This design comes from an exercise in tuning for small area, a short achievable clock period and few clock cycles per item on the open sky130 flow, not from production work.
Only simulation tests tie the RTL to the original design; equivalence was not proved.
Power and IR drop assume default switching activity.

==> flow/design.v <==
`timescale 1ns / 1ps
package zmrp_pkg;
  localparam int KEY_BITS = 64;
  localparam int KEY_W    = 64;
  localparam int PAGE_W   = 32;
  localparam int RCNT_W   = 32;
  localparam int PSUM_W   = 48;
  localparam int REASON_W = 3;
  localparam int DATA_W    = 64;
  localparam int ADDR_W    = 6;
  localparam int REG_IDX_W = 3;
  localparam int QUEUE_DEPTH = 2;
  localparam int QPTR_W      = $clog2(QUEUE_DEPTH);
  localparam int QCNT_W      = $clog2(QUEUE_DEPTH + 1);
  localparam logic [REASON_W-1:0] REASON_PRUNED       = 3'd0;
  localparam logic [REASON_W-1:0] REASON_NO_VERSION   = 3'd1;
  localparam logic [REASON_W-1:0] REASON_NO_SECURITY  = 3'd2;
  localparam logic [REASON_W-1:0] REASON_META_MISSING = 3'd3;
  localparam logic [REASON_W-1:0] REASON_STALE        = 3'd4;
  localparam logic [REASON_W-1:0] REASON_INCOMPATIBLE = 3'd5;
  localparam logic [REASON_W-1:0] REASON_NO_BOUNDS    = 3'd6;
  localparam logic [REASON_W-1:0] REASON_NO_PROOF     = 3'd7;
  localparam logic [REG_IDX_W-1:0] REG_LOWER_KEY    = 3'd0;
  localparam logic [REG_IDX_W-1:0] REG_UPPER_KEY    = 3'd1;
  localparam logic [REG_IDX_W-1:0] REG_LOWER_EN     = 3'd2;
  localparam logic [REG_IDX_W-1:0] REG_UPPER_EN     = 3'd3;
  localparam logic [REG_IDX_W-1:0] REG_LOWER_INCL   = 3'd4;
  localparam logic [REG_IDX_W-1:0] REG_UPPER_INCL   = 3'd5;
  localparam logic [REG_IDX_W-1:0] REG_VERSION_PLAN = 3'd6;
  localparam logic [REG_IDX_W-1:0] REG_SECURE_PLAN  = 3'd7;
  typedef struct packed {
    logic [KEY_W-1:0] lower_bound_key;
    logic [KEY_W-1:0] upper_bound_key;
    logic             lower_enable;
    logic             upper_enable;
    logic             lower_incl;
    logic             upper_incl;
    logic             version_recheck_planned;
    logic             security_recheck_planned;
  } cfg_t;
  typedef struct packed {
    logic                below;           
    logic                above;           
    logic [REASON_W-1:0] meta_code;       
    logic                type_conflict;
    logic [PAGE_W-1:0]   page_span;
  } cls_t;
endpackage
`timescale 1ns / 1ps
import zmrp_pkg::*;
module zmrp_front (
  input  logic [zmrp_pkg::KEY_W-1:0]    ranges_range_min_key,
  input  logic [zmrp_pkg::KEY_W-1:0]    ranges_range_max_key,
  input  logic                          ranges_min_known,
  input  logic                          ranges_max_known,
  input  logic                          ranges_min_incl,
  input  logic                          ranges_max_incl,
  input  logic                          ranges_meta_present,
  input  logic                          ranges_meta_current,
  input  logic                          ranges_pred_compatible,
  input  zmrp_pkg::cfg_t                cfg,
  output logic                          below,
  output logic                          above,
  output logic [zmrp_pkg::REASON_W-1:0] meta_code
);
  function automatic logic lt_or_tie(input logic [KEY_W-1:0] a,
                                     input logic [KEY_W-1:0] b,
                                     input logic             tie);
    logic [KEY_W-1:0] g;
    logic [KEY_W-1:0] p;
    g = b & ~a;
    p = b | ~a;
    for (int s = 1; s < KEY_W; s = s * 2) begin
      for (int i = 0; i < KEY_W; i = i + 2 * s) begin
        g[i+2*s-1] = g[i+2*s-1] | (p[i+2*s-1] & g[i+s-1]);
        p[i+2*s-1] = p[i+2*s-1] & p[i+s-1];
      end
    end
    lt_or_tie = g[KEY_W-1] | (p[KEY_W-1] & tie);
  endfunction
  assign below = lt_or_tie(ranges_range_max_key, cfg.lower_bound_key,
                           !ranges_max_incl || !cfg.lower_incl);
  assign above = lt_or_tie(cfg.upper_bound_key, ranges_range_min_key,
                           !ranges_min_incl || !cfg.upper_incl);
  always_comb begin
    if (!ranges_meta_present) begin
      meta_code = REASON_META_MISSING;
    end else if (!ranges_meta_current) begin
      meta_code = REASON_STALE;
    end else if (!ranges_pred_compatible) begin
      meta_code = REASON_INCOMPATIBLE;
    end else if (!ranges_min_known || !ranges_max_known) begin
      meta_code = REASON_NO_BOUNDS;
    end else begin
      meta_code = REASON_NO_PROOF;
    end
  end
endmodule
`timescale 1ns / 1ps
import zmrp_pkg::*;
module zmrp_queue (
  input  logic            clk,
  input  logic            rst,
  input  logic            in_valid,
  output logic            in_ready,
  input  zmrp_pkg::cls_t  din,
  output logic            out_valid,
  input  logic            out_ready,
  output zmrp_pkg::cls_t  dout
);
  logic           valid;
  zmrp_pkg::cls_t data;
  assign in_ready  = !valid || out_ready;
  assign out_valid = valid;
  assign dout      = data;
  always_ff @(posedge clk) begin
    if (rst) begin
      valid <= 1'b0;
    end else if (in_ready) begin
      valid <= in_valid;
    end
  end
  always_ff @(posedge clk) begin
    if (in_ready) begin
      data <= din;
    end
  end
endmodule
`timescale 1ns / 1ps
import zmrp_pkg::*;
module zmrp_back (
  input  logic                          clk,
  input  logic                          rst,
  input  logic                          in_valid,
  output logic                          in_ready,
  input  zmrp_pkg::cls_t                head,
  input  zmrp_pkg::cfg_t                cfg,
  output logic                          results_valid,
  input  logic                          results_ready,
  output logic                          results_pruned,
  output logic [zmrp_pkg::REASON_W-1:0] results_reason_code,
  output logic [zmrp_pkg::RCNT_W-1:0]   results_ranges_pruned_total,
  output logic [zmrp_pkg::RCNT_W-1:0]   results_ranges_scanned_total,
  output logic [zmrp_pkg::PSUM_W-1:0]   results_pages_pruned_total,
  output logic [zmrp_pkg::PSUM_W-1:0]   results_pages_scanned_total,
  output logic                          results_any_pruned_flag
);
  logic                out_valid;
  logic                pruned;
  logic [REASON_W-1:0] reason_code;
  logic [RCNT_W-1:0]   pruned_range_count;
  logic [RCNT_W-1:0]   scanned_range_count;
  logic [PSUM_W-1:0]   pruned_page_sum;
  logic [PSUM_W-1:0]   scanned_page_sum;
  logic                seen_prune;
  logic                pop;
  logic                to_pruned;
  logic                to_scanned;
  logic [RCNT_W-1:0]   pruned_count_next;
  logic [RCNT_W-1:0]   scanned_count_next;
  logic [PSUM_W-1:0]   pruned_sum_next;
  logic [PSUM_W-1:0]   scanned_sum_next;
  logic                head_pruned;
  logic [REASON_W-1:0] head_reason;
  always_comb begin
    head_pruned = 1'b0;
    if (!cfg.version_recheck_planned) begin
      head_reason = REASON_NO_VERSION;
    end else if (!cfg.security_recheck_planned) begin
      head_reason = REASON_NO_SECURITY;
    end else if (head.meta_code != REASON_NO_PROOF) begin
      head_reason = head.meta_code;
    end else if (!head.type_conflict &&
                 ((cfg.lower_enable && head.below) || (cfg.upper_enable && head.above))) begin
      head_pruned = 1'b1;
      head_reason = REASON_PRUNED;
    end else begin
      head_reason = REASON_NO_PROOF;
    end
  end
  assign in_ready = !out_valid || results_ready;
  assign pop      = in_valid && in_ready;
  assign to_pruned  = pop && head_pruned;
  assign to_scanned = pop && !head_pruned;
  function automatic logic [PSUM_W-1:0] add_sat(input logic [PSUM_W-1:0] q,
                                                input logic [PAGE_W-1:0] a);
    logic [PAGE_W-1:0]      g;
    logic [PAGE_W-1:0]      p;
    logic [PAGE_W-1:0]      x;
    logic [PSUM_W:PAGE_W]   run;
    logic [PSUM_W-1:0]      sum;
    x = q[PAGE_W-1:0] ^ a;
    g = q[PAGE_W-1:0] & a;
    p = q[PAGE_W-1:0] | a;
    for (int s = 1; s < PAGE_W; s = s * 2) begin
      for (int i = 0; i < PAGE_W; i = i + 1) begin
        if ((i & s) != 0) begin
          g[i] = g[i] | (p[i] & g[(i & ~(s - 1)) - 1]);
          p[i] = p[i] & p[(i & ~(s - 1)) - 1];
        end
      end
    end
    sum[0] = x[0];
    for (int i = 1; i < PAGE_W; i = i + 1) begin
      sum[i] = x[i] ^ g[i-1];
    end
    run[PAGE_W] = 1'b1;
    for (int i = PAGE_W; i < PSUM_W; i = i + 1) begin
      run[i+1] = run[i] & q[i];
      sum[i]   = q[i] ^ (g[PAGE_W-1] & run[i]);
    end
    add_sat = sum | {PSUM_W{g[PAGE_W-1] & run[PSUM_W]}};
  endfunction
  always_comb begin
    pruned_count_next  = (pruned_range_count == '1) ? pruned_range_count
                                                    : pruned_range_count + 1'b1;
    scanned_count_next = (scanned_range_count == '1) ? scanned_range_count
                                                     : scanned_range_count + 1'b1;
    pruned_sum_next    = add_sat(pruned_page_sum, head.page_span);
    scanned_sum_next   = add_sat(scanned_page_sum, head.page_span);
  end
  always_ff @(posedge clk) begin
    if (rst) begin
      out_valid           <= 1'b0;
      pruned_range_count  <= '0;
      scanned_range_count <= '0;
      pruned_page_sum     <= '0;
      scanned_page_sum    <= '0;
      seen_prune          <= 1'b0;
    end else begin
      if (in_ready) begin
        out_valid <= in_valid;
      end
      if (to_pruned) begin
        pruned_range_count <= pruned_count_next;
        pruned_page_sum    <= pruned_sum_next;
        seen_prune         <= 1'b1;
      end
      if (to_scanned) begin
        scanned_range_count <= scanned_count_next;
        scanned_page_sum    <= scanned_sum_next;
      end
    end
  end
  always_ff @(posedge clk) begin
    if (pop) begin
      pruned      <= head_pruned;
      reason_code <= head_reason;
    end
  end
  assign results_valid                = out_valid;
  assign results_pruned               = pruned;
  assign results_reason_code          = reason_code;
  assign results_ranges_pruned_total  = pruned_range_count;
  assign results_ranges_scanned_total = scanned_range_count;
  assign results_pages_pruned_total   = pruned_page_sum;
  assign results_pages_scanned_total  = scanned_page_sum;
  assign results_any_pruned_flag      = seen_prune;
endmodule
`timescale 1ns / 1ps
import zmrp_pkg::*;
module zone_map_range_pruner (
  input  logic                          clk,
  input  logic                          rst,
  input  logic                          psel,
  input  logic                          penable,
  input  logic                          pwrite,
  input  logic [zmrp_pkg::ADDR_W-1:0]   paddr,
  input  logic [zmrp_pkg::DATA_W-1:0]   pwdata,
  output logic [zmrp_pkg::DATA_W-1:0]   prdata,
  output logic                          pready,
  input  logic                          ranges_valid,
  output logic                          ranges_ready,
  input  logic [zmrp_pkg::KEY_W-1:0]    ranges_range_min_key,
  input  logic [zmrp_pkg::KEY_W-1:0]    ranges_range_max_key,
  input  logic                          ranges_min_known,
  input  logic                          ranges_max_known,
  input  logic                          ranges_min_incl,
  input  logic                          ranges_max_incl,
  input  logic                          ranges_type_conflict,
  input  logic                          ranges_meta_present,
  input  logic                          ranges_meta_current,
  input  logic                          ranges_pred_compatible,
  input  logic [zmrp_pkg::PAGE_W-1:0]   ranges_page_span,
  output logic                          results_valid,
  input  logic                          results_ready,
  output logic                          results_pruned,
  output logic [zmrp_pkg::REASON_W-1:0] results_reason_code,
  output logic [zmrp_pkg::RCNT_W-1:0]   results_ranges_pruned_total,
  output logic [zmrp_pkg::RCNT_W-1:0]   results_ranges_scanned_total,
  output logic [zmrp_pkg::PSUM_W-1:0]   results_pages_pruned_total,
  output logic [zmrp_pkg::PSUM_W-1:0]   results_pages_scanned_total,
  output logic                          results_any_pruned_flag
);
  zmrp_pkg::cfg_t       cfg;
  logic                 cfg_wr;
  logic [REG_IDX_W-1:0] reg_idx;
  logic [7:0]           rd_sel;
  zmrp_pkg::cls_t       cls;
  zmrp_pkg::cls_t       head;
  logic                 head_valid;
  logic                 head_ready;
  assign pready  = 1'b1;
  assign cfg_wr  = psel && penable && pwrite;
  assign reg_idx = paddr[ADDR_W-1:3];
  always_ff @(posedge clk) begin
    if (rst) begin
      cfg <= '0;
    end else if (cfg_wr) begin
      case (reg_idx)
        REG_LOWER_KEY:    cfg.lower_bound_key          <= pwdata[KEY_W-1:0];
        REG_UPPER_KEY:    cfg.upper_bound_key          <= pwdata[KEY_W-1:0];
        REG_LOWER_EN:     cfg.lower_enable             <= pwdata[0];
        REG_UPPER_EN:     cfg.upper_enable             <= pwdata[0];
        REG_LOWER_INCL:   cfg.lower_incl               <= pwdata[0];
        REG_UPPER_INCL:   cfg.upper_incl               <= pwdata[0];
        REG_VERSION_PLAN: cfg.version_recheck_planned  <= pwdata[0];
        REG_SECURE_PLAN:  cfg.security_recheck_planned <= pwdata[0];
        default:          cfg                          <= cfg;
      endcase
    end
  end
  always_ff @(posedge clk) begin
    rd_sel <= 8'b1 << reg_idx;
  end
  always_comb begin
    prdata    = ({DATA_W{rd_sel[REG_LOWER_KEY]}} & DATA_W'(cfg.lower_bound_key)) |
                ({DATA_W{rd_sel[REG_UPPER_KEY]}} & DATA_W'(cfg.upper_bound_key));
    prdata[0] = prdata[0] |
                (rd_sel[REG_LOWER_EN]     && cfg.lower_enable) |
                (rd_sel[REG_UPPER_EN]     && cfg.upper_enable) |
                (rd_sel[REG_LOWER_INCL]   && cfg.lower_incl) |
                (rd_sel[REG_UPPER_INCL]   && cfg.upper_incl) |
                (rd_sel[REG_VERSION_PLAN] && cfg.version_recheck_planned) |
                (rd_sel[REG_SECURE_PLAN]  && cfg.security_recheck_planned);
  end
  zmrp_front u_front (
    .ranges_range_min_key   (ranges_range_min_key),
    .ranges_range_max_key   (ranges_range_max_key),
    .ranges_min_known       (ranges_min_known),
    .ranges_max_known       (ranges_max_known),
    .ranges_min_incl        (ranges_min_incl),
    .ranges_max_incl        (ranges_max_incl),
    .ranges_meta_present    (ranges_meta_present),
    .ranges_meta_current    (ranges_meta_current),
    .ranges_pred_compatible (ranges_pred_compatible),
    .cfg                    (cfg),
    .below                  (cls.below),
    .above                  (cls.above),
    .meta_code              (cls.meta_code)
  );
  assign cls.type_conflict = ranges_type_conflict;
  assign cls.page_span   = ranges_page_span;
  zmrp_queue u_queue (
    .clk       (clk),
    .rst       (rst),
    .in_valid  (ranges_valid),
    .in_ready  (ranges_ready),
    .din       (cls),
    .out_valid (head_valid),
    .out_ready (head_ready),
    .dout      (head)
  );
  zmrp_back u_back (
    .clk                          (clk),
    .rst                          (rst),
    .in_valid                     (head_valid),
    .in_ready                     (head_ready),
    .head                         (head),
    .cfg                          (cfg),
    .results_valid                (results_valid),
    .results_ready                (results_ready),
    .results_pruned               (results_pruned),
    .results_reason_code          (results_reason_code),
    .results_ranges_pruned_total  (results_ranges_pruned_total),
    .results_ranges_scanned_total (results_ranges_scanned_total),
    .results_pages_pruned_total   (results_pages_pruned_total),
    .results_pages_scanned_total  (results_pages_scanned_total),
    .results_any_pruned_flag      (results_any_pruned_flag)
  );
endmodule
==> flow/flow/run.sh <==
#!/bin/bash
# Layout flow: the standard synthesis, then the combinational logic is
# mapped again by ABC for delay (the registers stay as the standard synthesis
# made them, with the same names and cells), then the standard ORFS layout
# with the port buffers made of plain buf_1 cells.
set -euo pipefail
WORK=$(pwd)
R=$WORK/orfs/results/sky130hd/zone_map_range_pruner/base
PORTBUF="BUFFER_PORTS_ARGS=-buffer_cell sky130_fd_sc_hd__buf_1"
DELAY_PS=$(cat flow/abc_delay_ps)

# 1. standard synthesis, up to the Yosys netlist
bash standard.sh "$PORTBUF" "$R/1_2_yosys.v" > standard_synth.log 2>&1
cp "$R/1_2_yosys.v" "$R/1_2_yosys_standard.v"

# 2. map the combinational logic again, registers kept as they are
LIB=$FLOW_HOME/platforms/sky130hd/lib/sky130_fd_sc_hd__tt_025C_1v80.lib
SEQ=$(grep -oE 'cell \("?sky130_fd_sc_hd__(df|edf|sdf|dl|sdl|ebuf|einv|lpflow|conb)[a-z0-9_]*' "$LIB" \
      | sed 's/cell ("\{0,1\}//' | sort -u | tr '\n' ' ')
DONT=$(sed -n '/^export DONT_USE_CELLS/,/^#/p' "$FLOW_HOME/platforms/sky130hd/config.mk" \
       | grep -oE 'sky130_fd_sc_hd__[a-z0-9_]+' | sort -u | sed 's/^/-dont_use /' | tr '\n' ' ')
if [[ -f flow/extra_dont_use ]]; then
  DONT="$DONT $(sed 's/^/-dont_use /' flow/extra_dont_use | tr '\n' ' ')"
fi
cat > resynth.ys <<EOS
read_liberty -ignore_miss_func $LIB
blackbox $SEQ
read_verilog $R/1_2_yosys_standard.v
hierarchy -top $FLOW_TOP
flatten
opt_clean
abc -liberty $LIB $DONT -script +strash;dch,-f;map,-D,$DELAY_PS;topo;buffer,-p;upsize,-D,$DELAY_PS;dnsize,-D,$DELAY_PS
opt_clean -purge
hilomap -singleton -hicell sky130_fd_sc_hd__conb_1 HI -locell sky130_fd_sc_hd__conb_1 LO
splitnets
opt_clean -purge
insbuf -buf sky130_fd_sc_hd__buf_4 A X
select $FLOW_TOP
write_verilog -noattr -noexpr -nohex -nodec -selected $R/1_2_yosys.v
select -clear
stat -liberty $LIB
EOS
yosys -s resynth.ys > resynth.log 2>&1
touch "$R/1_2_yosys.v"

# 3. the standard layout from the new netlist
EXTRA=()
if [[ -f flow/pre_resize.tcl ]]; then EXTRA+=("PRE_RESIZE_TCL=$WORK/flow/pre_resize.tcl"); fi
if [[ -f flow/extra_dont_use ]]; then
  PLAT_DONT=$(sed -n '/^export DONT_USE_CELLS/,/^#/p' "$FLOW_HOME/platforms/sky130hd/config.mk" \
              | grep -oE 'sky130_fd_sc_hd__[a-z0-9_]+' | tr '\n' ' ')
  EXTRA+=("DONT_USE_CELLS=$PLAT_DONT $(tr '\n' ' ' < flow/extra_dont_use)")
fi
if [[ -f flow/make_vars ]]; then while read -r v; do [[ -n "$v" ]] && EXTRA+=("$v"); done < flow/make_vars; fi
bash standard.sh "$PORTBUF" "${EXTRA[@]}" finish > standard_layout.log 2>&1
==> flow/flow/abc_delay_ps <==
1500
==> flow/flow/extra_dont_use <==
sky130_fd_sc_hd__clkdlybuf4s15_1
sky130_fd_sc_hd__clkdlybuf4s15_2
sky130_fd_sc_hd__clkdlybuf4s18_1
sky130_fd_sc_hd__clkdlybuf4s18_2
sky130_fd_sc_hd__clkdlybuf4s25_1
sky130_fd_sc_hd__clkdlybuf4s25_2
sky130_fd_sc_hd__clkdlybuf4s50_1
sky130_fd_sc_hd__clkdlybuf4s50_2
sky130_fd_sc_hd__dlygate4sd1_1
sky130_fd_sc_hd__dlygate4sd2_1
sky130_fd_sc_hd__dlygate4sd3_1
sky130_fd_sc_hd__dlymetal6s2s_1
sky130_fd_sc_hd__dlymetal6s4s_1
sky130_fd_sc_hd__dlymetal6s6s_1
==> flow/standard.sh <==
#!/bin/bash
# synth_recipe.tcl (not shown) runs the flow's synth.tcl, then flattens the netlist and writes it again
# the make line also repeats each setting of config.mk as NAME=value (left out here)
make -C /OpenROAD-flow-scripts/flow DESIGN_CONFIG=/design/flow/config.mk WORK_HOME=/design/flow/orfs CLKGATE_MAP_FILE= SYNTH_SCRIPT=/design/flow/synth_recipe.tcl "${@:-finish}"
==> flow/config.mk <==
export PLATFORM = sky130hd
export DESIGN_NAME = zone_map_range_pruner
export DESIGN_NICKNAME = zone_map_range_pruner
export VERILOG_FILES = /design/flow/design.v
export SDC_FILE = /design/flow/constraint.sdc
export NUM_CORES = 4
export LEC_CHECK = 0
export CAP_MARGIN = 20
export CORE_MARGIN = 2
export CORE_UTILIZATION = 40
export SETUP_SLACK_MARGIN = 2.0
export SLEW_MARGIN = 20
==> flow/constraint.sdc <==
create_clock -name core_clock -period 5.0 [get_ports {clk}]
set_input_delay 1.0000 -clock core_clock [delete_from_list [all_inputs] [get_ports {clk}]]
set_output_delay 1.0000 -clock core_clock [all_outputs]
set_load 0.01 [all_outputs]
==> flow_summary.ini, run 1 <==
[run_status]
status = no timing/DRC/antenna violations

[floorplanning]
die_w_um = 225
initial_utilization_pct = 40.7
row_count = 80
die_area_um2 = 50400
die_h_um = 225
ioPinCount = 477
coreArea_um2 = 47800

[cts]
cts.clk_slew.worst_paths_ps = 60
cts_tree = yes
cts_sinks = 347
htree_num_levels = 2
cts_hold_repair.buffers = 0
clk_latency_ps = 570
root_buffer = clkbuf_16
cts-buffers-inserted = 42
cts_buffer_depth = 3

[sta]
fmax_ghz = 0.344
finalHoldViolations = 0
tightest_slew_ps = 1120
relSlewSlack_pct = 25.4
fin_crit_ps = 2910
min_period_over_period_pct = 58.2
slew_viol_final = 0
whs_ps = 478
rsz0062_at_grt = yes
setup_ws_ps = 2090
finClkSkew_ps = 16.5
fin_tns_setup_ps = 0
setup_viol = 0

[power]
peakVddDrop_v = 0.000204
powerDensity_nw_per_um2 = 302
power.leakage_nw = 8.36

[run]
cap_violations = 0

[route]
ant_nets = 0
route.detailed.drc = 0
first_pass_iters = 5
first_iter_violations = 1248
wl_per_cell_um = 17.8
routed_via_density = 5.42
vias = 19576
routed_wl_mm = 64.5

[placed_design]
dpl.hpwl_mm = 47.7
gp_routability_congestion = 0.911
io_buffers = 472
pre_cts_ws_ps = 1230

[global_route]
grt-ovfl-total = 0
grt_pass1_wl_mm = 97.1
first_global_vias = 18248
grt_max_degree = 99
antenna_found_initial = 4
track_usage_pct = 24.2

[worst_setup_path]
r2r_cells = 16
cp_data_required_time_ps = 4000
regToRegSetupSlack_ps = 2120
r2r-end = u_back.scanned_page_sum[14]$_SDFFE_PP0P_
path_class = reg2out
crit_start = rd_sel[0]$_SDFF_PP0_
cp-start-kind = flip-flop
arrival_ps = 1910
crit_fanout = 45
crit_path_end = prdata[14]
reg2reg_from = u_queue.data[0]$_DFFE_PP_
cp-end-kind = output port

[worst_hold_path]
hold_path_class = reg2reg
hold_depth = 2

[yosys]
synthCells = 2662
syn_nets = 2907
syn_area_per_cell_um2 = 7.31
synth_area_um2 = 19500
ys_warn_count = 4

[finish]
postLayoutCoreUtil_pct = 46.2
fin_nets = 3208
syn_to_final_growth_pct = 13.7
final_layout_size_suffix_gt1_share_pct = 6.54
flip-flops by register name (all words and copies together), names as in the netlist:
name and count:
cfg 134, u_back.pruned_page_sum 48, u_back.scanned_page_sum 48, u_queue.data 38
u_back.pruned_range_count 32, u_back.scanned_range_count 32, rd_sel 8, u_back.reason_code 3
u_back.out_valid 1, u_back.pruned 1, u_back.seen_prune 1, u_queue.valid 1
per-layer routing:
metal	global-route usage, %	vias up	routed length [um]	share of wire [%]
met3	5.90	127	5640	8.7
li1	-	9654	-	-
met4	10.1	0	2620	4.1
met1	28.8	9041	25900	40
met5	0	-	0	0
met2	41.7	754	30300	47
placed cells by master, fill, tap and decap left out, types with 7 or more instances in the layout:
cell type and instances:
buf_1 478, inv_1 355, dfxtp_1 305, nand2_1 302, nor2_1 281, o21ai_0 242, a21oi_1 222, nand3_1 98
o22ai_1 94, nand4_1 83, nor3_1 60, clkbuf_16 45, edfxtp_1 42, o221a_2 24, a22oi_1 24, xnor2_1 20
a31oi_1 17, a221oi_1 16, o211ai_1 15, xor2_1 15, nor2_2 13, o221a_1 13, and3_1 11, or2_2 10
nor4_1 10, a211oi_1 10, clkbuf_1 10, nand2_2 9, nand3_2 9, clkbuf_8 9, clkinv_2 9, buf_2 9
o2111ai_1 7, o221ai_1 7
report_power, final:
group | switching [mW] | total, mW | internal, mW
Combinational | 0.435 | 0.670 | 0.234
Sequential | 0.0616 | 2.95 | 2.88
Clock | 1.24 | 3.07 | 1.83
Total | 1.74 | 6.68 | 4.94
metrics by stage:
stage / area, um^2 / total power, mW / std cells
final: 22100 / 6.68 / 3614
after global routing: 22100 / 6.94 / 3614
after CTS: 22000 / 6.73 / 3598
after detailed placement: 20600 / 3.66 / 3519
after global placement: 20600 / 3.64 / 3519
after floorplan: 19500 / 3.45 / 2662
worst min-delay path by stage:
| stage | from | slack, ps | end |
|---|---|---|---|
| after floorplan | u_back.scanned_page_sum[43]$_SDFFE_PP0P_ | 440 | u_back.scanned_page_sum[43]$_SDFFE_PP0P_ |
| after global routing | u_back.seen_prune$_SDFFE_PP0P_ | 500 | u_back.seen_prune$_SDFFE_PP0P_ |
| after global placement | u_back.seen_prune$_SDFFE_PP0P_ | 450 | u_back.seen_prune$_SDFFE_PP0P_ |
| after CTS | u_back.seen_prune$_SDFFE_PP0P_ | 480 | u_back.seen_prune$_SDFFE_PP0P_ |
| after detailed placement | u_back.seen_prune$_SDFFE_PP0P_ | 460 | u_back.seen_prune$_SDFFE_PP0P_ |
| final | u_back.seen_prune$_SDFFE_PP0P_ | 480 | u_back.seen_prune$_SDFFE_PP0P_ |
layout make-up:
class	count	area [um^2]
antenna	4	10.0
clock buffer	64	1290
clock inverter	12	91.3
fill	4894	25700
inverter	364	1390
multi-input combinational	1709	9250
sequential	347	7370
tap	615	769
timing repair buffer	499	1970
timing repair:
item	4_1_cts	5_1_grt
gates cloned	0	2
setup endpoints to repair	74	69
resized for setup	8	12
pin swaps	2	3
setup buffers	3	10
worst max-delay path: stages, from the launching register on:
cell	delay, ps
dfxtp_1	350
inv_6	320
buf_4	340
o22ai_1	150
buf_1	170
Testbench counts, summed over its fixed seeds: cycles 16,064, items 16,000.
==> run 2, diff against run 1 <==
==> flow/flow/pre_resize.tcl (new file) <==
set_max_fanout 20 [current_design]
==> flow_summary.ini, run 2 <==
[global_route]
antenna_found_initial = 9
first_global_vias = 18507
track_usage_pct = 25.2
grt_max_degree = 21
grt_pass1_wl_mm = 99.6
grt-ovfl-total = 0

[sta]
tightest_slew_ps = 1110
fin_crit_ps = 2880
finalHoldViolations = 0
whs_ps = 480
min_period_over_period_pct = 57.7
setup_viol = 0
rsz0062_at_grt = yes
fmax_ghz = 0.347
finClkSkew_ps = 13.3
slew_viol_final = 0
fin_tns_setup_ps = 0
relSlewSlack_pct = 25.9

[power]
powerDensity_nw_per_um2 = 302
peakVddDrop_v = 0.000242
power.leakage_nw = 8.51

[worst_hold_path]
hold_depth = 2
hp-start = u_back.seen_prune$_SDFFE_PP0P_
hold_path_class = reg2reg
min_to = u_back.seen_prune$_SDFFE_PP0P_

[yosys]
synth_area_um2 = 19500
ys_warn_count = 4
synthCells = 2662
syn_area_per_cell_um2 = 7.31
syn_nets = 2907

[cts]
cts-buffers-inserted = 42
clk_latency_ps = 570
root_buffer = clkbuf_16
cts_sinks = 347
cts.clk_slew.worst_paths_ps = 60
cts_buffer_depth = 3
cts_tree = yes
htree_num_levels = 2

[finish]
final_layout_size_suffix_gt1_share_pct = 7.10
layout_commonest_cell = buf_1
mostFrequentLayoutCells = buf_1 (494), inv_1 (354), dfxtp_1 (305), nand2_1 (303), nor2_1 (282)
syn_to_final_growth_pct = 14.9
largest_reg_flops = 134
regMostFlops = cfg
fin_nets = 3248
reg_top3 = cfg: 134 flops, u_back.pruned_page_sum: 48 flops, u_back.scanned_page_sum: 48 flops

[route]
topRoutingLayerUsed = met5
wl_per_cell_um = 18.0
wl_met3_mm = 5.83
ant_nets = 0
vias = 19709
routed_via_density = 5.39
routed_wl_mm = 65.9
first_pass_iters = 6
first_iter_violations = 1293
route.detailed.drc = 0
route.met2.wl_mm = 30.6
wl_met1_mm = 26.0

[floorplanning]
die_area_um2 = 50400
die_w_um = 225
coreArea_um2 = 47800
ioPinCount = 477
row_count = 80
die_h_um = 225
initial_utilization_pct = 40.7

[worst_setup_path]
regToRegSetupSlack_ps = 2160
crit_fanout = 20
cp_slowest_cell = dfxtp_1
cp-end-kind = output port
path_class = reg2out
critPathMaxStageDelay_ps = 320
r2r-end = u_back.scanned_page_sum[18]$_SDFFE_PP0P_
reg2reg_from = u_queue.data[1]$_DFFE_PP_
cp_cell_sequence = inv_2, buf_6, buf_2, o22ai_1, buf_1
critPathBufInv = 4
cp_data_required_time_ps = 4000
arrival_ps = 1880
crit_start = rd_sel[1]$_SDFF_PP0_
crit_family = buffers and inverters
cp-start-kind = flip-flop
r2r_cells = 17

[placed_design]
dpl.hpwl_mm = 51.0
io_buffers = 472
gp_routability_congestion = 0.911

[run_status]
status = no timing/DRC/antenna violations

[run]
cap_violations = 0
run 2: changes by cell type in the layout (fill, tap and decap cells not counted), sizes merged:
cell / previous run / this run
buf: 497 / 536
diode: 4 / 9
clkinv: 9 / 4
inv: 364 / 363
clkbuf: 66 / 70
nand3: 111 / 109
run 2: final cells by class:
| type | instances | area, um^2 |
|---|---|---|
| diodes | 9 | 22.5 |
| clock buffers | 65 | 1300 |
| clock inverters | 6 | 80.1 |
| fillers | 4986 | 25500 |
| inverters | 364 | 1380 |
| multi-input cells | 1707 | 9240 |
| flip-flops and latches | 347 | 7370 |
| well taps | 615 | 769 |
| repair buffers | 541 | 2210 |
run 2: metrics by stage:
stage	area, um^2	worst slack, ps	std cells	utilization (%)	power (mW)
floorplan	19500	2040	2662	-	3.45
global placement	20600	1280	3519	43.0	3.64
detailed placement	20700	196	3559	43.3	3.67
CTS	22200	1950	3634	46.3	6.80
global route	22400	1970	3654	46.7	7.00
finish	22400	2120	3654	46.7	6.75
run 2: worst min-delay path, stage by stage, from the launching register on:
cell and delay, ps:
dfxtp_1 330, nor2_1 50, nor2_1 70
run 2: how the worst max path moves through the flow:
stage / cells after the start / endpoint
final: 5 / prdata[20]
after global routing: 16 / u_back.pruned_page_sum[21]$_SDFFE_PP0P_
after CTS: 4 / prdata[58]
after detailed placement: 12 / cfg[46]$_SDFFE_PP0P_
after global placement: 9 / u_back.scanned_page_sum[31]$_SDFFE_PP0P_
after floorplan: 2 / ranges_ready
run 2: repair_timing:
action / 4_1_cts / 5_1_grt
hold buffers: 0 / 0
setup buffers: 4 / 11
gates resized for setup: 29 / 25
endpoints found under the setup margin: 234 / 142
pin swaps: 2 / 1
run 2: per-layer routing:
metal / vias to the layer above / track usage, %
li1: 9741 / -
met2: 774 / 42.1
met3: 151 / 6.71
met1: 9041 / 29.4
met5: - / 0
met4: 2 / 13.5
run 2: power breakdown:
part	switching, mW	internal (mW)
Clock	1.23	1.88
Sequential	0.0607	2.88
Combinational	0.445	0.242
Total	1.74	5.01
==> run 3, diff against run 2 <==
--- a/flow/config.mk
+++ b/flow/config.mk
@@ -8,5 +8,6 @@
 export CAP_MARGIN = 20
 export CORE_MARGIN = 2
 export CORE_UTILIZATION = 40
+export CTS_BUF_LIST = sky130_fd_sc_hd__clkbuf_8
 export SETUP_SLACK_MARGIN = 2.0
 export SLEW_MARGIN = 20
removed: flow/flow/pre_resize.tcl
==> flow_summary.ini, run 3 <==
[worst_setup_path]
reg2reg_from = u_queue.data[0]$_DFFE_PP_
path_class = reg2reg
cp_slowest_cell = edfxtp_1
cp_data_required_time_ps = 5520
critPathMaxStageDelay_ps = 480
crit_fanout = 26
cp_cell_sequence = buf_1, nand2_2, a21oi_2, nand2_1, nand2_1, nand2_1, nand2_2, a21oi_2, nand3_2, a21oi_4, o21ai_4, nand3_4, nand3_2, nand2_2, nand2_4, o221a_2
cp-start-kind = flip-flop
arrival_ps = 3390
regToRegSetupSlack_ps = 2120
r2r-end = u_back.scanned_page_sum[27]$_SDFFE_PP0P_
cp-end-kind = flip-flop
r2r_cells = 16
crit_start = u_queue.data[0]$_DFFE_PP_

[yosys]
ys_warn_count = 4
synthCells = 2662
syn_nets = 2907
syn_area_per_cell_um2 = 7.31
synth_area_um2 = 19500

[global_route]
grtUsageMet3_pct = 6.78
grt-busiest-layer = met2
grt-ovfl-total = 0
grt_pass1_wl_mm = 97.9
grt_max_degree = 99
use_met2_pct = 41.6
antenna_found_initial = 4
first_global_vias = 18625
grt_use_met1_pct = 28.6
track_usage_pct = 24.5

[route]
route.detailed.drc = 0
first_pass_iters = 5
vias = 19735
routed_via_density = 5.38
routed_wl_mm = 64.9
first_iter_violations = 1274
ant_nets = 0
wl_per_cell_um = 17.7

[floorplanning]
initial_utilization_pct = 40.7
die_area_um2 = 50400
coreArea_um2 = 47800
die_w_um = 225
die_h_um = 225
row_count = 80
ioPinCount = 477

[worst_hold_path]
min_to = u_back.seen_prune$_SDFFE_PP0P_
hp-start = u_back.seen_prune$_SDFFE_PP0P_
hold_depth = 2
hold_path_class = reg2reg

[sta]
rsz0062_at_grt = yes
fin_tns_setup_ps = 0
fin_crit_ps = 2880
fmax_ghz = 0.348
whs_ps = 477
finClkSkew_ps = 27.3
tightest_slew_ps = 1130
min_period_over_period_pct = 57.5
relSlewSlack_pct = 24.6
finalHoldViolations = 0
setup_viol = 0
slew_viol_final = 0

[run]
cap_violations = 0

[placed_design]
dpl.hpwl_mm = 47.7
io_buffers = 472
gp_routability_congestion = 0.911
dp_cells = 3519

[finish]
regArea_um2 = 7370
regMostFlops = cfg
fillers = 4918
layout_commonest_cell = buf_1
reg_top3 = cfg: 134 flops, u_back.pruned_page_sum: 48 flops, u_back.scanned_page_sum: 48 flops
final_layout_size_suffix_gt1_share_pct = 7.45
fin_nets = 3239
syn_to_final_growth_pct = 14.0
largest_reg_flops = 134
multiInputGateArea_um2 = 9270
finalNonFillerCells = 3666
mostFrequentLayoutCells = buf_1 (480), inv_1 (380), dfxtp_1 (305), nand2_1 (302), nor2_1 (281)

[cts]
cts_hold_repair.buffers = 0
cts_buffer_depth = 3
cts_sinks = 347
htree_num_levels = 3
cts-buffers-inserted = 69
clk_latency_ps = 640
cts.clk_slew.worst_paths_ps = 60
root_buffer = clkbuf_8
cts_tree = yes

[power]
p_switching_mw = 1.80
peakVddDrop_v = 0.000175
powerDensity_nw_per_um2 = 294
switching_share_pct = 27.5
clock_power_share_pct = 44.5
power.leakage_nw = 8.48
intPower_mw = 4.72
seqPwrFrac_pct = 45.2
pwr-share-comb_pct = 10.3

[run_status]
status = no timing/DRC/antenna violations
[run 3: worst max-delay path by stage]
stage                     slack, ps  cells after the start                                        to
after global routing           1960                     17    u_back.pruned_page_sum[8]$_SDFFE_PP0P_
after CTS                      2000                      3                                prdata[57]
after floorplan                2040                      2                              ranges_ready
after detailed placement       1230                      9  u_back.scanned_page_sum[22]$_SDFFE_PP0P_
final                          2120                     16  u_back.scanned_page_sum[27]$_SDFFE_PP0P_
after global placement         1280                      9  u_back.scanned_page_sum[31]$_SDFFE_PP0P_
[run 3: critical path, delay by kind of cell (launching register included)]
family	cells	cell delay, ps
simple gates	10	1120
buf+inv	1	150
compound gates	5	1000
flops	1	480
[run 3: cell type report]
type	instances	share of cell area (%)
clock inverter	40	1.00
sequential	347	33.2
antenna	5	0.0564
timing repair buffer	503	9.06
multi-input combinational	1709	41.8
tap	615	3.47
clock buffer	83	5.15
inverter	364	6.25
[run 3: layer usage]
metal | wire, um | share of wire, %
met4 | 2930 | 4.5
met2 | 30500 | 47
met5 | 0 | 0
met1 | 26100 | 40
met3 | 5360 | 8.3
[run 3: per-stage QoR]
stage	utilization, %	worst slack, ps	total power, mW	area [um^2]
after CTS	46.0	2000	6.58	22000
after detailed placement	43.0	1230	3.66	20600
after global placement	43.0	1280	3.64	20600
after floorplan	-	2040	3.45	19500
final	46.3	2120	6.52	22200
after global routing	46.3	1960	6.80	22200
[run 3: timing repair]
action,in CTS,in global routing
gates cloned,0,2
buffers inserted,4,13
resized for setup,12,15
endpoints found under the setup margin,92,67
pin swaps,2,3
[run 3: power groups by stage]
stage                     Clock [mW]  Combinational (mW)  Sequential (mW)
final                           2.90               0.672             2.95
after global routing            3.09               0.746             2.95
after CTS                       2.98               0.659             2.95
after detailed placement           0               0.654             3.01
after global placement             0               0.639             3.00
after floorplan                    0               0.466             2.99
==> run 4, diff against run 3 <==
--- a/flow/config.mk
+++ b/flow/config.mk
@@ -8,6 +8,7 @@
 export CAP_MARGIN = 20
 export CORE_MARGIN = 2
 export CORE_UTILIZATION = 40
-export CTS_BUF_LIST = sky130_fd_sc_hd__clkbuf_8
+export CTS_CLUSTER_DIAMETER = 100
+export CTS_CLUSTER_SIZE = 30
 export SETUP_SLACK_MARGIN = 2.0
 export SLEW_MARGIN = 20
==> flow_summary.ini, run 4 <==
[sta]
rsz0062_at_grt = yes
finalHoldViolations = 0
setup_viol = 0
slew_viol_final = 0
fmax_ghz = 0.340
fin_tns_setup_ps = 0
min_period_over_period_pct = 58.8
tightest_slew_ps = 1110
relSlewSlack_pct = 25.9
finClkSkew_ps = 41.2
fin_crit_ps = 2940

[floorplanning]
coreArea_um2 = 47800
die_area_um2 = 50400
ioPinCount = 477
die_w_um = 225
die_h_um = 225
row_count = 80
initial_utilization_pct = 40.7

[worst_hold_path]
hold_depth = 2
hp-start = u_back.seen_prune$_SDFFE_PP0P_
hold_path_class = reg2reg
min_to = u_back.seen_prune$_SDFFE_PP0P_

[cts]
cts-buffers-inserted = 18
cts_sinks = 347
cts_hold_repair.buffers = 0
cts_tree = yes
root_buffer = clkbuf_16
clk_latency_ps = 570
cts_buffer_depth = 3
cts.clk_slew.worst_paths_ps = 120
htree_num_levels = 1

[worst_setup_path]
arrival_ps = 1940
crit_start = rd_sel[0]$_SDFF_PP0_
cp-end-kind = output port
crit_fanout = 45
critPathBufInv = 3
cp_cell_sequence = inv_6, buf_4, o22ai_1, buf_1
reg2reg_from = u_queue.data[0]$_DFFE_PP_
path_class = reg2out
critPathMaxStageDelay_ps = 370
r2r-end = u_back.scanned_page_sum[14]$_SDFFE_PP0P_
cp_data_required_time_ps = 4000
r2r_cells = 16
cp-start-kind = flip-flop
crit_family = buffers and inverters
regToRegSetupSlack_ps = 2130
cp_slowest_cell = dfxtp_1

[power]
powerDensity_nw_per_um2 = 255
power.leakage_nw = 8.03
peakVddDrop_v = 0.000188

[placed_design]
gp_routability_congestion = 0.911
postPlaceCellArea_um2 = 20600
dpl.hpwl_mm = 47.7
io_buffers = 472

[finish]
regArea_um2 = 7370
mostFrequentLayoutCells = buf_1 (478), inv_1 (355), dfxtp_1 (305), nand2_1 (302), nor2_1 (280)
postLayoutCoreUtil_pct = 44.7
largest_reg_flops = 134
reg_top3 = cfg: 134 flops, u_back.pruned_page_sum: 48 flops, u_back.scanned_page_sum: 48 flops
multiInputGateArea_um2 = 9260
design_area_um2 = 21400
fin_nets = 3185
final_layout_size_suffix_gt1_share_pct = 5.49
syn_to_final_growth_pct = 9.99
fillers = 4950
layout_commonest_cell = buf_1
regMostFlops = cfg

[route]
route.detailed.drc = 0
wl_per_cell_um = 17.8
vias = 19396
first_iter_violations = 1208
routed_wl_mm = 63.7
ant_nets = 0
first_pass_iters = 5
routed_via_density = 5.43

[yosys]
syn_area_per_cell_um2 = 7.31
synth_area_um2 = 19500
ys_warn_count = 4
syn_nets = 2907
synthCells = 2662

[run_status]
status = no timing/DRC/antenna violations

[global_route]
track_usage_pct = 23.8
grt_pass1_wl_mm = 96.1
antenna_found_initial = 5
grt_max_degree = 99
grt-ovfl-total = 0
first_global_vias = 18014

[run]
cap_violations = 0
[run 4: layer usage]
layer  share of wire (%)  GRT usage (%)
met5                   0              0
met3                 7.7           4.98
met4                 3.5           8.46
met1                  41           28.9
met2                  48           41.6
[run 4: per-stage QoR]
stage / hold WS (ps) / std cells / power, mW / worst slack [ps]
global placement: 454 / 3519 / 3.64 / 1280
detailed placement: 462 / 3519 / 3.66 / 1230
finish: 491 / 3573 / 5.45 / 2060
CTS: 489 / 3555 / 5.50 / 2010
floorplan: 443 / 2662 / 3.45 / 2040
global route: 514 / 3572 / 5.68 / 1960
[run 4: area by class of cell]
class	count	share of cell area [%]
antenna	6	0.0702
clock buffer	22	2.27
clock inverter	10	0.602
inverter	364	6.50
multi-input combinational	1708	43.3
sequential	347	34.4
tap	615	3.60
timing repair buffer	501	9.25
[run 4: report_power, final]
| group | switching, mW | total, mW | leakage (nW) | internal (mW) |
|---|---|---|---|---|
| Combinational | 0.435 | 0.670 | 4.83 | 0.235 |
| Sequential | 0.0616 | 2.94 | 2.90 | 2.88 |
| Clock | 1.09 | 1.84 | 0.299 | 0.754 |
[run 4: worst max-delay path by stage]
stage                                               endpoint  slack, ps  cells past startpoint
finish                                            prdata[12]       2060                      4
global route        u_back.scanned_page_sum[18]$_SDFFE_PP0P_       1960                     16
CTS                  u_back.pruned_page_sum[30]$_SDFFE_PP0P_       2010                     16
detailed placement  u_back.scanned_page_sum[22]$_SDFFE_PP0P_       1230                      9
global placement    u_back.scanned_page_sum[31]$_SDFFE_PP0P_       1280                      9
floorplan                                       ranges_ready       2040                      2
[run 4: what timing repair did]
| item | CTS | global route |
|---|---|---|
| setup buffers | 4 | 11 |
| gates cloned | 0 | 1 |
| pin swaps | 2 | 2 |
| endpoints found under the setup margin | 91 | 70 |
| gates resized for setup | 8 | 17 |
[run 4: worst register-to-register path: cells and delay by family (launching register included)]
kind / cells / cell delay (ps)
AND/OR/NAND/NOR: 10 / 1120
AO/OA/AOI/OAI: 5 / 1010
buffers and inverters: 1 / 150
flip-flops: 1 / 500
==> run 5, diff against run 4 <==
--- a/flow/config.mk
+++ b/flow/config.mk
@@ -9,6 +9,6 @@
 export CORE_MARGIN = 2
 export CORE_UTILIZATION = 40
 export CTS_CLUSTER_DIAMETER = 100
-export CTS_CLUSTER_SIZE = 30
+export CTS_CLUSTER_SIZE = 24
 export SETUP_SLACK_MARGIN = 2.0
 export SLEW_MARGIN = 20
==> flow_summary.ini, run 5 <==
[run_status]
status = no timing/DRC/antenna violations

[sta]
slew_viol_final = 0
finClkSkew_ps = 26.9
fin_tns_setup_ps = 0
rsz0062_at_grt = yes
fmax_ghz = 0.344
tightest_slew_ps = 1110
relSlewSlack_pct = 26.0
min_period_over_period_pct = 58.2
fin_crit_ps = 2910
setup_ws_ps = 2090
setup_viol = 0
finalHoldViolations = 0

[placed_design]
postPlaceCellArea_um2 = 20600
io_buffers = 472
gp_routability_congestion = 0.911
pre_cts_ws_ps = 1230
dpl.hpwl_mm = 47.7

[worst_setup_path]
cp-start-kind = flip-flop
crit_start = rd_sel[0]$_SDFF_PP0_
cp_slowest_cell = dfxtp_1
crit_fanout = 45
cp-end-kind = output port
critPathMaxStageDelay_ps = 360
crit_family = buffers and inverters
path_class = reg2out
arrival_ps = 1910
critPathBufInv = 3
cp_cell_sequence = inv_6, buf_4, o22ai_1, buf_1
cp_data_required_time_ps = 4000
reg2reg_from = u_queue.data[0]$_DFFE_PP_

[route]
routed_wl_mm = 63.6
routed_via_density = 5.41
vias = 19319
ant_nets = 0
first_pass_iters = 5
wl_per_cell_um = 17.8
first_iter_violations = 1321
route.detailed.drc = 0

[finish]
final_layout_size_suffix_gt1_share_pct = 5.25
mostFrequentLayoutCells = buf_1 (481), inv_1 (355), dfxtp_1 (305), nand2_1 (303), nor2_1 (281)
fin_nets = 3185
syn_to_final_growth_pct = 10.0
largest_reg_flops = 134
design_area_um2 = 21400
reg_top3 = cfg: 134 flops, u_back.pruned_page_sum: 48 flops, u_back.scanned_page_sum: 48 flops
regMostFlops = cfg
fillers = 4956
layout_commonest_cell = buf_1

[floorplanning]
ioPinCount = 477
row_count = 80
initial_utilization_pct = 40.7
die_area_um2 = 50400
die_w_um = 225
die_h_um = 225
coreArea_um2 = 47800

[cts]
cts_tree = yes
cts-buffers-inserted = 20
cts_sinks = 347
root_buffer = clkbuf_16
clk_latency_ps = 560
htree_num_levels = 1
cts_buffer_depth = 3
cts.clk_slew.worst_paths_ps = 100

[yosys]
syn_nets = 2907
synthCells = 2662
syn_area_per_cell_um2 = 7.31
synth_area_um2 = 19500
ys_warn_count = 4

[global_route]
first_global_vias = 18048
grt_pass1_wl_mm = 96.2
track_usage_pct = 23.8
antenna_found_initial = 5
grt-ovfl-total = 0
grt_max_degree = 99

[power]
peakVddDrop_v = 0.000251
power.leakage_nw = 7.99
finalPower_mw = 5.55
powerDensity_nw_per_um2 = 259

[worst_hold_path]
hp-start = u_back.seen_prune$_SDFFE_PP0P_
hold_path_class = reg2reg

[run]
cap_violations = 0
## run 5: final timing paths
kind / slack [ps] / to / cells after the start
setup / recovery: 2090 / prdata[14] / 4
hold / removal: 490 / u_back.seen_prune$_SDFFE_PP0P_ / 2
setup reg to reg: 2100 / u_back.scanned_page_sum[14]$_SDFFE_PP0P_ / 16
hold reg to reg: 490 / u_back.seen_prune$_SDFFE_PP0P_ / 2
## run 5: tightest hold or removal path, delay by kind of cell (launching register included)
family,cells,cell delay [ps]
DFF,1,350
and+or+nand+nor,2,120
## run 5: layer usage
metal	wire length, um	share of wire [%]	GRT usage, %	up-vias
met2	30200	48	41.3	682
met4	2580	4.1	9.70	0
met1	26000	41	28.8	8955
met5	0	0	0	-
li1	-	-	-	9573
met3	4770	7.5	4.91	109
## run 5: metrics by stage
| step | utilization, % | std cells | hold slack, ps |
|---|---|---|---|
| detailed placement | 43.0 | 3519 | 462 |
| finish | 44.8 | 3571 | 488 |
| global route | 44.7 | 3570 | 511 |
| global placement | 43.0 | 3519 | 454 |
| floorplan | - | 2662 | 443 |
| CTS | 44.5 | 3555 | 486 |
## run 5: repair_timing
item,CTS,global route
cloned,0,1
gates resized for setup,8,11
hold endpoints to repair,0,0
hold buffers,0,0
pin swaps,2,1
endpoints found under the setup margin,84,71
setup buffers,4,9
## run 5: power by group
part	total [mW]	internal (mW)	switching, mW
sequential	2.94	2.88	0.0611
clock	1.94	0.879	1.06
combinational	0.669	0.234	0.434
## run 5: area by class of cell
class                   count  area, um^2  area share, %
diodes                      6        15.0         0.0701
well taps                 615         769           3.59
repair buffers            499        1970           9.22
clock inverters             7        95.1          0.444
multi-input cells        1708        9240           43.2
clock buffers              25         562           2.62
inverters                 364        1390           6.49
flip-flops and latches    347        7370           34.4
==> run 6, diff against run 5 <==
--- a/flow/config.mk
+++ b/flow/config.mk
@@ -10,5 +10,5 @@
 export CORE_UTILIZATION = 40
 export CTS_CLUSTER_DIAMETER = 100
 export CTS_CLUSTER_SIZE = 24
-export SETUP_SLACK_MARGIN = 2.0
+export SETUP_SLACK_MARGIN = 2.4
 export SLEW_MARGIN = 20
==> flow_summary.ini, run 6 <==
[floorplanning]
initial_utilization_pct = 40.7
die_area_um2 = 50400
die_w_um = 225
row_count = 80
die_h_um = 225
ioPinCount = 477
coreArea_um2 = 47800

[power]
powerDensity_nw_per_um2 = 230
power.leakage_nw = 9.07
peakVddDrop_v = 0.000182

[run_status]
status = no timing/DRC/antenna violations

[placed_design]
gp_routability_congestion = 0.894
dpl.hpwl_mm = 48.8
io_buffers = 472

[sta]
fin_crit_ps = 2720
relSlewSlack_pct = 19.5
min_period_over_period_pct = 54.4
fin_tns_setup_ps = 0
finalHoldViolations = 0
slew_viol_final = 0
rsz0062_at_grt = yes
fmax_ghz = 0.368
finClkSkew_ps = 32.2
setup_viol = 0
tightest_slew_ps = 1180

[global_route]
grt-ovfl-total = 0
antenna_found_initial = 13
first_global_vias = 18251
track_usage_pct = 25.2
grt_max_degree = 114
grt_pass1_wl_mm = 101

[cts]
root_buffer = clkbuf_16
cts_hold_repair.buffers = 0
clk_latency_ps = 560
cts_buffer_depth = 3
cts_sinks = 347
cts.clk_slew.worst_paths_ps = 100
cts_tree = yes
cts-buffers-inserted = 19
htree_num_levels = 1

[worst_setup_path]
cp_data_required_time_ps = 4000
regToRegSetupSlack_ps = 2360
cp_common_cell = buf_1
cp_cell_sequence = clkinv_16, buf_1, o22ai_1, buf_1
path_class = reg2out
cp-start-kind = flip-flop
crit_family = flip-flops
cp_slowest_cell = dfxtp_4
arrival_ps = 1720
critPathBufInv = 3
critPathMaxStageDelay_ps = 490
crit_fanout = 6
cp-end-kind = output port

[finish]
fin_nets = 3301
postLayoutCoreUtil_pct = 50.4
syn_to_final_growth_pct = 23.9
fillers = 4728
reg_top3 = cfg: 134 flops, u_back.pruned_page_sum: 48 flops, u_back.scanned_page_sum: 48 flops
largest_reg_flops = 134
layout_commonest_cell = buf_1
mostFrequentLayoutCells = buf_1 (458), inv_1 (348), dfxtp_1 (298), nand2_1 (280), nor2_1 (249)
final_layout_size_suffix_gt1_share_pct = 15.8
regMostFlops = cfg

[route]
vias = 20327
route.detailed.drc = 0
first_pass_iters = 7
first_iter_violations = 1327
routed_wl_mm = 70.3
ant_nets = 0
wl_per_cell_um = 19.0
routed_via_density = 5.51

[yosys]
syn_nets = 2907
ys_warn_count = 4
synth_area_um2 = 19500
synthCells = 2662
syn_area_per_cell_um2 = 7.31

[run]
cap_violations = 0

[worst_hold_path]
hold_path_class = reg2reg
-- run 6: power by group --
part | switching [mW] | total [mW] | internal, mW
Combinational | 0.522 | 0.816 | 0.294
Clock | 1.02 | 1.79 | 0.778
Sequential | 0.0663 | 2.95 | 2.88
-- run 6: timing repair --
item	in CTS	in global routing
gates cloned	7	13
setup buffers	39	75
pin swaps	26	122
resized for setup	149	381
setup endpoints to repair	176	237
-- run 6: per-layer routing --
layer,part of all wire [%],up-vias,track usage [%]
met5,0.040,-,0
met4,4.2,4,9.53
met3,7.9,145,6.28
met2,48,752,43.3
met1,40,9575,30.3
li1,-,9851,-
-- run 6: layout make-up --
type                    instances  area [um^2]  share of cell area [%]
inverters                     364         1420                    5.88
flip-flops and latches        347         7390                    30.6
repair buffers                601         2940                    12.2
clock inverters                 5         36.3                   0.150
clock buffers                  25          541                    2.24
diodes                         10         25.0                   0.104
multi-input cells            1715        10900                    45.1
well taps                     615          769                    3.19
repair inverters                8          129                   0.534
-- run 6: final timing paths --
path | from | to | cells past startpoint
max reg2reg | u_queue.data[9]$_DFFE_PP_ | u_back.scanned_page_sum[20]$_SDFFE_PP0P_ | 11
min | u_back.seen_prune$_SDFFE_PP0P_ | u_back.seen_prune$_SDFFE_PP0P_ | 2
max | rd_sel[1]$_SDFF_PP0_ | prdata[25] | 4
min reg2reg | u_back.seen_prune$_SDFFE_PP0P_ | u_back.seen_prune$_SDFFE_PP0P_ | 2
-- run 6: per-stage QoR --
stage	setup WS, ps	std cells	cell area, um^2	hold WS [ps]	power, mW
2_1_floorplan	2400	2662	19500	443	3.45
3_3_place_gp	1630	3516	20600	453	3.65
3_5_place_dp	1620	3516	20600	462	3.67
4_1_cts	2310	3592	22000	485	5.48
5_1_grt	2210	3689	24100	528	5.79
6_report	2280	3690	24100	479	5.56
-- run 6: worst register-to-register path, cell delays in order, from the launching register on --
cell and delay, ps:
edfxtp_1 460, buf_1 160, nor2_1 300, nor3_2 100, a221o_1 370, a21oi_4 210, o21ai_4 100, nand3_4 100
nand3_4 130, nand2_8 220, nand2_8 120, o221a_1 270
==> run 7, diff against run 6 <==
--- a/flow/config.mk
+++ b/flow/config.mk
@@ -10,5 +10,5 @@
 export CORE_UTILIZATION = 40
 export CTS_CLUSTER_DIAMETER = 100
 export CTS_CLUSTER_SIZE = 24
-export SETUP_SLACK_MARGIN = 2.4
+export SETUP_SLACK_MARGIN = 2.2
 export SLEW_MARGIN = 20
==> flow_summary.ini, run 7 <==
[run_status]
status = no timing/DRC/antenna violations

[route]
wl_per_cell_um = 17.8
ant_nets = 0
routed_via_density = 5.44
first_pass_iters = 7
route.detailed.drc = 0
routed_wl_mm = 64.2
vias = 19657
first_iter_violations = 1421

[cts]
cts_sinks = 347
cts-buffers-inserted = 19
clk_latency_ps = 540
cts_buffer_depth = 3
cts_tree = yes
cts_hold_repair.buffers = 0
root_buffer = clkbuf_16
cts.clk_slew.worst_paths_ps = 100
htree_num_levels = 1

[worst_setup_path]
critPathBufInv = 3
cp-end-kind = output port
crit_fanout = 53
path_class = reg2out
cp_data_required_time_ps = 4000
reg2reg_from = u_queue.data[0]$_DFFE_PP_
arrival_ps = 1740
cp_cell_sequence = bufinv_16, buf_6, o22ai_1, buf_1
regToRegSetupSlack_ps = 2290
cp-start-kind = flip-flop
crit_start = rd_sel[1]$_SDFF_PP0_
crit_family = buffers and inverters
critPathMaxStageDelay_ps = 360
cp_slowest_cell = dfxtp_2

[power]
peakVddDrop_v = 0.000170
power.leakage_nw = 8.21
powerDensity_nw_per_um2 = 247
finalPower_mw = 5.39

[placed_design]
dpl.hpwl_mm = 47.8
io_buffers = 472
gp_routability_congestion = 0.947
postPlaceCellArea_um2 = 20600
pre_cts_ws_ps = 1050

[global_route]
grt_pass1_wl_mm = 97.3
antenna_found_initial = 6
track_usage_pct = 24.0
grt_max_degree = 130
grt-ovfl-total = 0
first_global_vias = 18281

[sta]
rsz0062_at_grt = no
relSlewSlack_pct = 27.9
fmax_ghz = 0.365
setup_ws_ps = 2260
fin_crit_ps = 2740
fin_tns_setup_ps = 0
finClkSkew_ps = 23.1
slew_viol_final = 0
min_period_over_period_pct = 54.7
tightest_slew_ps = 1050
finalHoldViolations = 0
setup_viol = 0

[finish]
mostFrequentLayoutCells = buf_1 (487), inv_1 (353), dfxtp_1 (301), nand2_1 (297), nor2_1 (276)
design_area_um2 = 21800
reg_top3 = cfg: 134 flops, u_back.pruned_page_sum: 48 flops, u_back.scanned_page_sum: 48 flops
syn_to_final_growth_pct = 12.1
fin_nets = 3223
largest_reg_flops = 134
layout_commonest_cell = buf_1
postLayoutCoreUtil_pct = 45.6
final_layout_size_suffix_gt1_share_pct = 7.20
regMostFlops = cfg
fillers = 4988

[run]
cap_violations = 0

[floorplanning]
die_h_um = 225
die_w_um = 225
initial_utilization_pct = 40.7
ioPinCount = 477
coreArea_um2 = 47800
die_area_um2 = 50400
row_count = 80

[worst_hold_path]
hp-start = u_back.scanned_page_sum[32]$_SDFFE_PP0P_
hold_path_class = reg2reg

[yosys]
synthCells = 2662
syn_nets = 2907
ys_warn_count = 4
syn_area_per_cell_um2 = 7.31
synth_area_um2 = 19500
==> run 7: path summary, 6_finish.rpt <==
| check | depth (start not counted) | endpoint |
|---|---|---|
| max reg2reg | 16 | u_back.scanned_page_sum[27]$_SDFFE_PP0P_ |
| min | 1 | u_back.scanned_page_sum[32]$_SDFFE_PP0P_ |
| max | 4 | prdata[14] |
| min reg2reg | 1 | u_back.scanned_page_sum[32]$_SDFFE_PP0P_ |
==> run 7: what timing repair did <==
action                                  in CTS  in global routing
gates resized for setup                     23                 72
setup buffers                               17                 36
gates cloned                                 1                  3
pin swaps                                    6                 25
endpoints found under the setup margin     171                119
==> run 7: stage by stage <==
| step | cells | hold slack, ps |
|---|---|---|
| 2_1_floorplan | 2662 | 443 |
| 3_3_place_gp | 3515 | 465 |
| 3_5_place_dp | 3515 | 469 |
| 4_1_cts | 3564 | 491 |
| 5_1_grt | 3609 | 515 |
| 6_report | 3611 | 489 |
==> run 7: layer usage <==
| metal | global-route usage (%) | vias up | part of all wire [%] |
|---|---|---|---|
| li1 | - | 9657 | - |
| met1 | 29.3 | 9173 | 41 |
| met2 | 41.5 | 708 | 48 |
| met3 | 4.55 | 119 | 7.1 |
| met4 | 9.85 | 0 | 3.9 |
| met5 | 0 | - | 0 |
==> run 7: power by group <==
group / internal, mW / leakage, nW / total (mW) / switching, mW
combinational: 0.252 / 5.03 / 0.704 / 0.452
clock: 0.739 / 0.272 / 1.74 / 0.999
sequential: 2.88 / 2.90 / 2.94 / 0.0623
==> run 7: final cells by class <==
cell class                 instances  area [um^2]  share of cell area (%)
multi-input combinational       1710         9500                    43.5
sequential                       347         7370                    33.8
timing repair buffer             536         2200                    10.1
inverter                         364         1410                    6.47
tap                              615          769                    3.53
clock buffer                      26          512                    2.35
clock inverter                     5         43.8                   0.201
antenna                            8         20.0                  0.0917
==> run 7: worst reg2reg max path, stage by stage, from the launching register on <==
cell,delay (ps)
edfxtp_1,510
buf_2,190
nand2_4,80
a21oi_4,60
nand2_1,60
nand2_1,70
nand2_1,90
nand2_2,80
a21oi_4,210
nand3_4,120
a21oi_4,230
o21ai_4,130
nand3_4,110
nand3_4,120
nand2_8,170
nand2_8,110
o221a_2,260
==> run 8, diff against run 7 <==
--- a/flow/config.mk
+++ b/flow/config.mk
@@ -9,6 +9,6 @@
 export CORE_MARGIN = 2
 export CORE_UTILIZATION = 40
 export CTS_CLUSTER_DIAMETER = 100
-export CTS_CLUSTER_SIZE = 24
+export CTS_CLUSTER_SIZE = 20
 export SETUP_SLACK_MARGIN = 2.2
 export SLEW_MARGIN = 20
==> flow_summary.ini, run 8 <==
[route]
routed_wl_mm = 64.6
route.detailed.drc = 0
ant_nets = 0
wl_per_cell_um = 17.9
vias = 19726
first_pass_iters = 7
routed_via_density = 5.47
first_iter_violations = 1266

[power]
finalPower_mw = 5.62
peakVddDrop_v = 0.000191
power.leakage_nw = 8.22
powerDensity_nw_per_um2 = 256

[global_route]
grt-ovfl-total = 0
first_global_vias = 18258
track_usage_pct = 24.1
antenna_found_initial = 5
grt_max_degree = 130
grt_pass1_wl_mm = 97.6

[yosys]
ys_warn_count = 4
syn_nets = 2907
synth_area_um2 = 19500
syn_area_per_cell_um2 = 7.31
synthCells = 2662

[worst_setup_path]
crit_fanout = 13
reg2reg_from = u_queue.data[0]$_DFFE_PP_
cp-start-kind = flip-flop
arrival_ps = 3200
regToRegSetupSlack_ps = 2260
crit_start = u_queue.data[0]$_DFFE_PP_
cp_cell_sequence = buf_2, nand2_2, a21oi_4, nand2_1, nand2_1, nand2_1, nand2_2, a21oi_4, nand3_4, a21oi_4, o21ai_4, nand3_4, nand3_4, nand2_8, nand2_8, o221a_2
cp-end-kind = flip-flop
critPathMaxStageDelay_ps = 500
cp_slowest_cell = edfxtp_1
path_class = reg2reg
crit_family = simple AND/OR/NAND/NOR gates
r2r_cells = 16
critPathBufInv = 1
cp_data_required_time_ps = 5460
r2r-end = u_back.scanned_page_sum[14]$_SDFFE_PP0P_

[worst_hold_path]
hold_path_class = reg2reg
hp-start = u_back.seen_prune$_SDFFE_PP0P_
min_to = u_back.seen_prune$_SDFFE_PP0P_
hold_depth = 2

[cts]
cts_buffer_depth = 3
cts_hold_repair.buffers = 0
htree_num_levels = 1
cts_tree = yes
cts-buffers-inserted = 23
cts.clk_slew.worst_paths_ps = 90
cts_sinks = 347
root_buffer = clkbuf_16
clk_latency_ps = 560

[sta]
rsz0062_at_grt = yes
fin_crit_ps = 2740
whs_ps = 487
finalHoldViolations = 0
min_period_over_period_pct = 54.7
finClkSkew_ps = 20.6
setup_viol = 0
setup_ws_ps = 2260
tightest_slew_ps = 1090
fin_tns_setup_ps = 0
slew_viol_final = 0
fmax_ghz = 0.365
relSlewSlack_pct = 25.6

[run]
cap_violations = 0

[finish]
fillers = 4978
syn_to_final_growth_pct = 12.7
largest_reg_flops = 134
regMostFlops = cfg
final_layout_size_suffix_gt1_share_pct = 7.16
reg_top3 = cfg: 134 flops, u_back.pruned_page_sum: 48 flops, u_back.scanned_page_sum: 48 flops
mostFrequentLayoutCells = buf_1 (488), inv_1 (353), dfxtp_1 (301), nand2_1 (298), nor2_1 (274)
layout_commonest_cell = buf_1
fin_nets = 3222

[floorplanning]
ioPinCount = 477
die_w_um = 225
die_h_um = 225
initial_utilization_pct = 40.7
row_count = 80
die_area_um2 = 50400
coreArea_um2 = 47800

[placed_design]
gp_routability_congestion = 0.947
dpl.hpwl_mm = 47.8
pre_cts_ws_ps = 1050
io_buffers = 472

[run_status]
status = no timing/DRC/antenna violations
[run 8: what timing repair did]
item | CTS | global route
resized for setup | 25 | 75
buffers inserted | 17 | 30
endpoints found under the setup margin | 169 | 115
gates cloned | 1 | 4
pin swaps | 6 | 17
[run 8: per-stage QoR]
stage	area, um^2	instances	utilization [%]
after floorplan	19500	2662	-
after global placement	20600	3515	43.0
after detailed placement	20600	3515	43.0
after CTS	21400	3569	44.8
after global routing	21900	3608	45.8
final	21900	3609	45.8
[run 8: layout make-up]
type                    instances  area [um^2]  area share (%)
diodes                          6         15.0          0.0685
clock buffers                  31          637            2.91
clock inverters                 5         58.8           0.268
inverters                     364         1410            6.44
multi-input cells            1710         9480            43.2
flip-flops and latches        347         7370            33.6
well taps                     615          769            3.51
repair buffers                530         2170            9.90
repair inverters                1         8.76          0.0400
[run 8: report_power, final]
group	internal, mW	switching (mW)
Combinational	0.251	0.451
Sequential	2.88	0.0633
Clock	0.915	1.06
[run 8: per-layer routing]
layer  GRT usage, %  vias to the layer above  wire [um]
met2           41.9                      697      31100
met5              0                        -          0
met4           9.19                        0       2450
met3           4.69                      108       4480
met1           29.3                     9260      26500
li1               -                     9661          -
[run 8: how the worst max path moves through the flow]
stage / endpoint / slack, ps / depth (start not counted)
3_3_place_gp: u_back.scanned_page_sum[31]$_SDFFE_PP0P_ / 1160 / 9
3_5_place_dp: u_back.scanned_page_sum[22]$_SDFFE_PP0P_ / 1050 / 9
2_1_floorplan: u_back.pruned_range_count[27]$_SDFFE_PP0P_ / 2290 / 12
5_1_grt: u_back.scanned_page_sum[35]$_SDFFE_PP0P_ / 2110 / 17
6_report: u_back.scanned_page_sum[14]$_SDFFE_PP0P_ / 2260 / 16
4_1_cts: prdata[21] / 2180 / 4
[run 8: worst reg2reg max path: stages, from the launching register on]
cell and delay, ps:
edfxtp_1 500, buf_2 180, nand2_2 100, a21oi_4 80, nand2_1 60, nand2_1 70
nand2_1 80, nand2_2 80, a21oi_4 210, nand3_4 120, a21oi_4 220, o21ai_4 130
nand3_4 110, nand3_4 130, nand2_8 170, nand2_8 130, o221a_2 280

## what the ideal ports hide
The results above use ideal ports. As a check the final layouts listed here were re-extracted and re-timed, cells and wires unchanged.
Step 1: set_driving_cell puts a clkbuf_16 on clk and a buf_2 on each other input, an assumption about the parent block.
Step 2 also shifts input and output timing later by t, the mid clock arrival at the registers, as if the neighbouring blocks saw the same clock.
a / b / c = no drivers / after step 1 / after step 2; a / b = the first two.
| run | t, ns | setup slack, ns | worst setup path at the end | worst slew at a driven data input, ns | cell pins on the clock port's net |
|---|---|---|---|---|---|
| run 1 | 0.615 | 2.090 / 2.036 / 1.655 | input to register | 0.11 | 1 |
| run 2 | 0.618 | 2.116 / 2.060 / 1.562 | input to register | 0.12 | 1 |
| run 3 | 0.685 | 2.123 / 2.083 / 1.617 | input to register | 0.11 | 1 |
| run 4 | 0.603 | 2.062 / 2.007 / 1.625 | input to register | 0.11 | 1 |
| run 5 | 0.605 | 2.090 / 2.033 / 1.651 | input to register | 0.11 | 1 |
| run 6 | 0.597 | 2.280 / 2.226 / 1.882 | input to register | 0.15 | 1 |
| run 7 | 0.581 | 2.264 / 2.210 / 1.814 | input to register | 0.10 | 1 |
| run 8 | 0.601 | 2.263 / 2.212 / 1.743 | input to register | 0.10 | 1 |
After both steps every run listed still meets setup and hold. The setup slack of run 2, which loses most, moves by -0.056 ns with the drivers and by -0.554 ns with both steps.
